From an optimization exercise on the open Yosys and OpenROAD flow, aimed at small area; shortcuts taken in it are not production practice.
The RTL was checked by simulation tests, not by an equivalence proof against the original design.
Power is estimated from default activity; no workload was simulated.

== north ==
## instruction_decode_stage
module instruction_decode_stage #(
  parameter int LEN                  = 32,
  parameter int CANTIDAD_REGISTROS   = 32,
  parameter int NB_ADDRESS_REGISTROS = $clog2(CANTIDAD_REGISTROS),
  parameter int NB_CTRL_WB           = instruction_decode_stage_pkg::DEF_NB_CTRL_WB,
  parameter int NB_CTRL_MEM          = instruction_decode_stage_pkg::DEF_NB_CTRL_MEM,
  parameter int NB_CTRL_EX           = instruction_decode_stage_pkg::DEF_NB_CTRL_EX,
  parameter int NB_STALL_CNT         = 16
) (
  input  logic                            i_clk,
  input  logic                            i_rst,
  input  logic                            i_valid,
  input  logic [LEN-1:0]                  i_instruccion,
  input  logic [LEN-1:0]                  i_adder_pc,
  input  logic [NB_CTRL_WB-1:0]           i_ctrl_wb,
  input  logic [NB_CTRL_MEM-1:0]          i_ctrl_mem,
  input  logic [NB_CTRL_EX-1:0]           i_ctrl_ex,
  input  logic                            i_RegWrite,
  input  logic [NB_ADDRESS_REGISTROS-1:0] i_write_reg,
  input  logic [LEN-1:0]                  i_write_data,
  input  logic                            i_flush,
  output logic                            o_stall,
  output logic                            o_valid,
  output logic [LEN-1:0]                  o_adder_pc,
  output logic [LEN-1:0]                  o_dato1,
  output logic [LEN-1:0]                  o_dato2,
  output logic [LEN-1:0]                  o_sign_extend,
  output logic [NB_ADDRESS_REGISTROS-1:0] o_rs,
  output logic [NB_ADDRESS_REGISTROS-1:0] o_rt,
  output logic [NB_ADDRESS_REGISTROS-1:0] o_rd,
  output logic [NB_ADDRESS_REGISTROS-1:0] o_shamt,
  output logic [NB_CTRL_WB-1:0]           o_ctrl_wb,
  output logic [NB_CTRL_MEM-1:0]          o_ctrl_mem,
  output logic [NB_CTRL_EX-1:0]           o_ctrl_ex,
  output logic [NB_STALL_CNT-1:0]         o_stall_count
);
For scale: ~1100 flip-flops, ~43000 um^2 of cells after synthesis.
clock: 5.0 ns
lec_check: 0
cap_margin: 10
core_margin: 2
core_utilization: 60
cts_cluster_diameter: 70
cts_cluster_size: 24
setup_slack_margin: 0.35
slew_margin: 10
synth_hierarchical: 1
synth_minimum_keep_size: 0
standard.sh (not shown) runs the stock make flow with config.mk's settings and CLKGATE_MAP_FILE= SYNTH_SCRIPT=/design/flow/synth_recipe.tcl, a recipe that flattens the netlist after the stock synthesis.
==> flow/flow/run.sh <==
#!/bin/bash
set -euo pipefail
bash standard.sh \
  "BUFFER_PORTS_ARGS=-buffer_cell sky130_fd_sc_hd__buf_1" \
  "CTS_ARGS=-sink_clustering_enable -repair_clock_nets -sink_clustering_size 24 -sink_clustering_max_diameter 70 -dont_use_dummy_load" \
  finish > make_finish.log 2>&1
north did not stop at any stage, and its layout met the timing, design-rule and antenna checks.
Changes in south relative to north:
- SLEW_MARGIN changed from 10 to 20
- CAP_MARGIN changed from 10 to 20
- CORE_UTILIZATION changed from 60 to 55
- SETUP_SLACK_MARGIN changed from 0.35 to 0.4
### Flow results
The lower final design utilization of south and north is in south. Comparing south and north, the lower switching power summed over all nets is on north. Compared with north, in south power climbed 0.43%, final antenna diode count dropped 2, slack of the worst reg-to-reg path dropped 0.12 ns, via count dropped 0.47%, effective utilization at floorplan dropped 4.8 points.
Input changes introduced in east (baseline for comparison: south):
- a change of SETUP_SLACK_MARGIN from 0.4 to 0.45
- a change of CAP_MARGIN from 20 to 10
- a change of SLEW_MARGIN from 20 to 10
==> flow/flow/run.sh <==
#!/bin/bash
# The standard layout, with the port buffers that ORFS inserts at global
# placement made from the smallest buffer (sky130_fd_sc_hd__buf_1) instead of
# the default choice. Every input and output port still gets its own buffer.
set -euo pipefail
bash standard.sh "BUFFER_PORTS_ARGS=-buffer_cell sky130_fd_sc_hd__buf_1" finish > make_finish.log 2>&1
--- outcome ---
Compared with south, east ends up with more cell area. east falls short of south in net switching power. east vs south: number of logic stages on the critical path including buffering up.


instruction_decode_stage again, from the RTL that the note above started with.
export LEC_CHECK = 0
export CAP_MARGIN = 10
export CORE_MARGIN = 2
export CORE_UTILIZATION = 40
export CTS_CLUSTER_DIAMETER = 70
export CTS_CLUSTER_SIZE = 24
export SETUP_SLACK_MARGIN = 0.45
export SLEW_MARGIN = 10
export SYNTH_HIERARCHICAL = 1
export SYNTH_MINIMUM_KEEP_SIZE = 0
create_clock -name core_clock -period 5.0 [get_ports {i_clk}]
==> flow/flow/run.sh <==
#!/bin/bash
# The standard layout, with the port buffers that ORFS inserts at global
# placement made from the smallest buffer (sky130_fd_sc_hd__buf_1) instead of
# the default choice. Every input and output port still gets its own buffer.
set -euo pipefail
bash standard.sh "BUFFER_PORTS_ARGS=-buffer_cell sky130_fd_sc_hd__buf_1" finish > make_finish.log 2>&1
Then changed:
==> flow/run.sh (new file) <==
#!/bin/bash
# synth_recipe.tcl (not shown) runs the flow's synth.tcl, then flattens the netlist and writes it again
# the make line also repeats each setting of config.mk as NAME=value (left out here)
make -C /OpenROAD-flow-scripts/flow DESIGN_CONFIG=/design/flow/config.mk WORK_HOME=/design/flow/orfs CLKGATE_MAP_FILE= SYNTH_SCRIPT=/design/flow/synth_recipe.tcl finish
Settings changed: SETUP_SLACK_MARGIN 0.45 to 0.3.
removed: flow/flow/run.sh
removed: flow/standard.sh
Outcome: Register-to-register slack is better by 0.07 ns; final area increases by a few percent; total power increases slightly; wire length increases by a few percent; count of clock-buffer cells in the layout is unchanged; non-clock buffer count increases by 6; synthesized area is unchanged; hold slack is better by 0.013 ns; sequential share of layout area decreases by 1.8 points.

==> port drivers added, routing unchanged <==
The flow's constraints put no driver on any port. The routed layouts listed below were extracted and timed again, unchanged, in two steps.
Step 1 sets driving cells, clkbuf_16 on the clock port and buf_2 on the other inputs (assumed; they add their load-dependent delay and slew).
Step 2 adds t to the input delays and takes it off the output delays; t is the mean of the earliest and latest rising clock arrival at the registers after step 1. Input paths then give back, and output paths get back, about the clock's delay inside the block.
Three values: ideal ports, drivers, drivers and shift; two values: the first two.
run	t, ns	setup slack, ns	hold slack, ns
north	0.729	0.183 / 0.109 / 0.838	0.417 / 0.367 / 0.484
south	0.732	0.226 / 0.159 / 0.892	0.502 / 0.470 / 0.502
east	0.740	0.347 / 0.275 / 1.016	0.426 / 0.385 / 0.474
the first run of note 2	0.736	0.343 / 0.270 / 1.006	0.481 / 0.445 / 0.481
the second run of note 2	0.738	0.111 / 0.036 / 0.774	0.494 / 0.494 / 0.494
After both steps setup and hold are still met in every run listed.
